Source: an optimization exercise on an open RTL-to-GDS flow (aim: small area). Production flows keep margins and buffers that such runs may drop. The RTL was checked by simulation tests, not by an equivalence proof against the original design. Power figures rest on the tool's default switching activity, not on a simulated workload. The clock port is modelled as an ideal driver; clocking choices that lean on that would not hold on a real chip.

Design branch_predictor, start of the top module:
module branch_predictor #(
   parameter  int unsigned DATA_LEN = 32,
   parameter  int unsigned ENTRIES  = 32,
   localparam int unsigned IDX_LEN  = $clog2(ENTRIES),
   localparam int unsigned TAG_LEN  = DATA_LEN - IDX_LEN - 2
) (
   input  logic                clk,
   input  logic                reset,
   input  logic [DATA_LEN-1:0] if_pc,
   output logic                pred_taken,
   output logic [DATA_LEN-1:0] pred_target,
   input  logic                flush,
   input  logic                upd_valid,
   input  logic [DATA_LEN-1:0] upd_pc,
   input  logic                upd_is_jal,
   input  logic                upd_taken,
   input  logic [DATA_LEN-1:0] upd_target,
   input  logic                upd_pred_taken,
   input  logic [DATA_LEN-1:0] upd_pred_target
);
Size in the first run: roughly 1900 flip-flops, about 170 I/O pins.
Settings: LEC_CHECK=0, CAP_MARGIN=20, CORE_MARGIN=2, CORE_UTILIZATION=55, CTS_CLUSTER_DIAMETER=80, CTS_CLUSTER_SIZE=24, SETUP_SLACK_MARGIN=0, SLEW_MARGIN=20, SYNTH_HIERARCHICAL=1, BUFFER_PORTS_ARGS=-buffer_cell sky130_fd_sc_hd__buf_1, CTS_ARGS=-sink_clustering_enable -repair_clock_nets -sink_clustering_size 24 -sink_clustering_max_diameter 80 -dont_use_dummy_load; clock period 12.0 ns.
standard.sh (not shown) runs the stock make flow with config.mk's settings and CLKGATE_MAP_FILE= SYNTH_SCRIPT=/design/flow/synth_recipe.tcl, a recipe that flattens the netlist after the stock synthesis.
==> flow/flow/run.sh <==
#!/bin/bash
# Standard layout with two changes: the port buffers are buf_1 cells, and
# clock tree synthesis builds larger sink clusters without dummy loads.
set -e
cp standard.sh standard_sh.txt
cat >> config.mk <<'EOC'
export BUFFER_PORTS_ARGS = -buffer_cell sky130_fd_sc_hd__buf_1
export CTS_ARGS = -sink_clustering_enable -repair_clock_nets -sink_clustering_size 24 -sink_clustering_max_diameter 80 -dont_use_dummy_load
EOC
bash standard.sh > standard.log 2>&1
Rerun with:
==> flow/flow/run.sh (replaced) <==
#!/bin/bash
# Standard layout with two changes: the port buffers are buf_1 cells, and
# clock tree synthesis builds larger sink clusters without dummy loads.
set -e
cat >> config.mk <<'EOC'
export BUFFER_PORTS_ARGS = -buffer_cell sky130_fd_sc_hd__buf_1
export CTS_ARGS = -sink_clustering_enable -repair_clock_nets -sink_clustering_size 26 -sink_clustering_max_diameter 80 -dont_use_dummy_load
EOC
bash standard.sh > standard.log 2>&1
Settings changed: CAP_MARGIN 20 to 5, CORE_UTILIZATION 55 to 62, CTS_ARGS -sink_clustering_enable -repair_clock_nets -sink_clustering_size 24 -sink_clustering_max_diameter 80 -dont_use_dummy_load to -sink_clustering_enable -repair_clock_nets -sink_clustering_size 26 -sink_clustering_max_diameter 80 -dont_use_dummy_load, CTS_CLUSTER_SIZE 24 to 26, SLEW_MARGIN 20 to 5.
Design area shrinks by 1.1%.
Combinational power is about the same.
Sequential cell count does not change.
Hold slack is about the same.
Die area shrinks by 11%.


## run Y
Starting RTL as in the previous note.
Settings: LEC_CHECK=0, CAP_MARGIN=10, CORE_MARGIN=2, CORE_UTILIZATION=55, CTS_CLUSTER_DIAMETER=80, CTS_CLUSTER_SIZE=26, SETUP_SLACK_MARGIN=0, SLEW_MARGIN=10, SYNTH_HIERARCHICAL=1, BUFFER_PORTS_ARGS=-buffer_cell sky130_fd_sc_hd__buf_1, CTS_ARGS=-sink_clustering_enable -repair_clock_nets -sink_clustering_size 26 -sink_clustering_max_diameter 80 -dont_use_dummy_load; clock period 12.0 ns.
==> flow/flow/run.sh <==
#!/bin/bash
# Standard layout with two changes: the port buffers are buf_1 cells, and
# clock tree synthesis builds larger sink clusters without dummy loads.
set -e
cat >> config.mk <<'EOC'
export BUFFER_PORTS_ARGS = -buffer_cell sky130_fd_sc_hd__buf_1
export CTS_ARGS = -sink_clustering_enable -repair_clock_nets -sink_clustering_size 26 -sink_clustering_max_diameter 80 -dont_use_dummy_load
EOC
bash standard.sh > standard.log 2>&1
### run Y -> run B
-- flow/flow/run.sh --
<<< run Y, line 5
>>> run B, line 5
cp standard.sh standard_sh.txt
<<< run Y, line 7
export CTS_ARGS = -sink_clustering_enable -repair_clock_nets -sink_clustering_size 26 -sink_clustering_max_diameter 80 -dont_use_dummy_load
>>> run B, line 8
export CTS_ARGS = -sink_clustering_enable -repair_clock_nets -sink_clustering_size 30 -sink_clustering_max_diameter 100 -dont_use_dummy_load
-- flow/config.mk --
<<< run Y, line 8
export CAP_MARGIN = 10
>>> run B, line 8
export CAP_MARGIN = 20
<<< run Y, line 11
export CTS_CLUSTER_DIAMETER = 80
export CTS_CLUSTER_SIZE = 26
>>> run B, line 11
export CTS_CLUSTER_DIAMETER = 100
export CTS_CLUSTER_SIZE = 30
<<< run Y, line 14
export SLEW_MARGIN = 10
>>> run B, line 14
export SLEW_MARGIN = 20
<<< run Y, line 17
export CTS_ARGS = -sink_clustering_enable -repair_clock_nets -sink_clustering_size 26 -sink_clustering_max_diameter 80 -dont_use_dummy_load
>>> run B, line 17
export CTS_ARGS = -sink_clustering_enable -repair_clock_nets -sink_clustering_size 30 -sink_clustering_max_diameter 100 -dont_use_dummy_load
Results
Both conditions hold for run B: the flow ran to the end and the final layout passed the timing, DRC and antenna checks. In the tables for run Y and run B, final setup slack of the worst path reads higher with run B. Across both runs, normalized max-slew margin was higher for run B than for run Y. Run B vs. run Y: sum of routed wire length over all layers about even, worst setup slack after placement rose 0.028 ns, cell area about even. Measured against each other, run Y and run B differ in antenna diode count, the higher figure coming from run B. Of run Y and run B, the lower cell-internal power belongs to run B. Static power due to leakage went down slightly going from run Y to run B.

## port drivers added, routing unchanged
In the flow no input, the clock included, has a driving cell. The finished layouts below were timed again as built, in two steps. Step 1: set_driving_cell puts a clkbuf_16 on clk and a buf_2 on each other input, an assumption about the parent block. Step 2 adds t to the input delays and takes it off the output delays; t is the mean of the earliest and latest rising clock arrival at the registers after step 1. Input paths then give back, and output paths get back, about the clock's delay inside the block. Slacks: ideal / step 1 / step 2; pairs: ideal / step 1.
run | shift t [ns] | setup slack, ns | hold slack, ns | slew at the worst register clock pin (ns)
the first run of note 1 | 0.795 | 1.147 / 1.120 / 1.120 | 0.475 / 0.475 / 0.475 | 0.10 / 0.10
the second run of note 1 | 0.797 | 1.738 / 1.613 / 1.613 | 0.478 / 0.478 / 0.478 | 0.11 / 0.11
run Y | 0.793 | 1.099 / 1.075 / 1.075 | 0.470 / 0.470 / 0.470 | 0.11 / 0.11
run B | 0.786 | 1.131 / 1.104 / 1.104 | 0.471 / 0.471 / 0.471 | 0.12 / 0.12
After both steps every run listed still meets setup and hold. For the second run of note 1, which loses most, drivers alone change the setup slack by -0.125 ns; drivers and shift together by -0.125 ns.
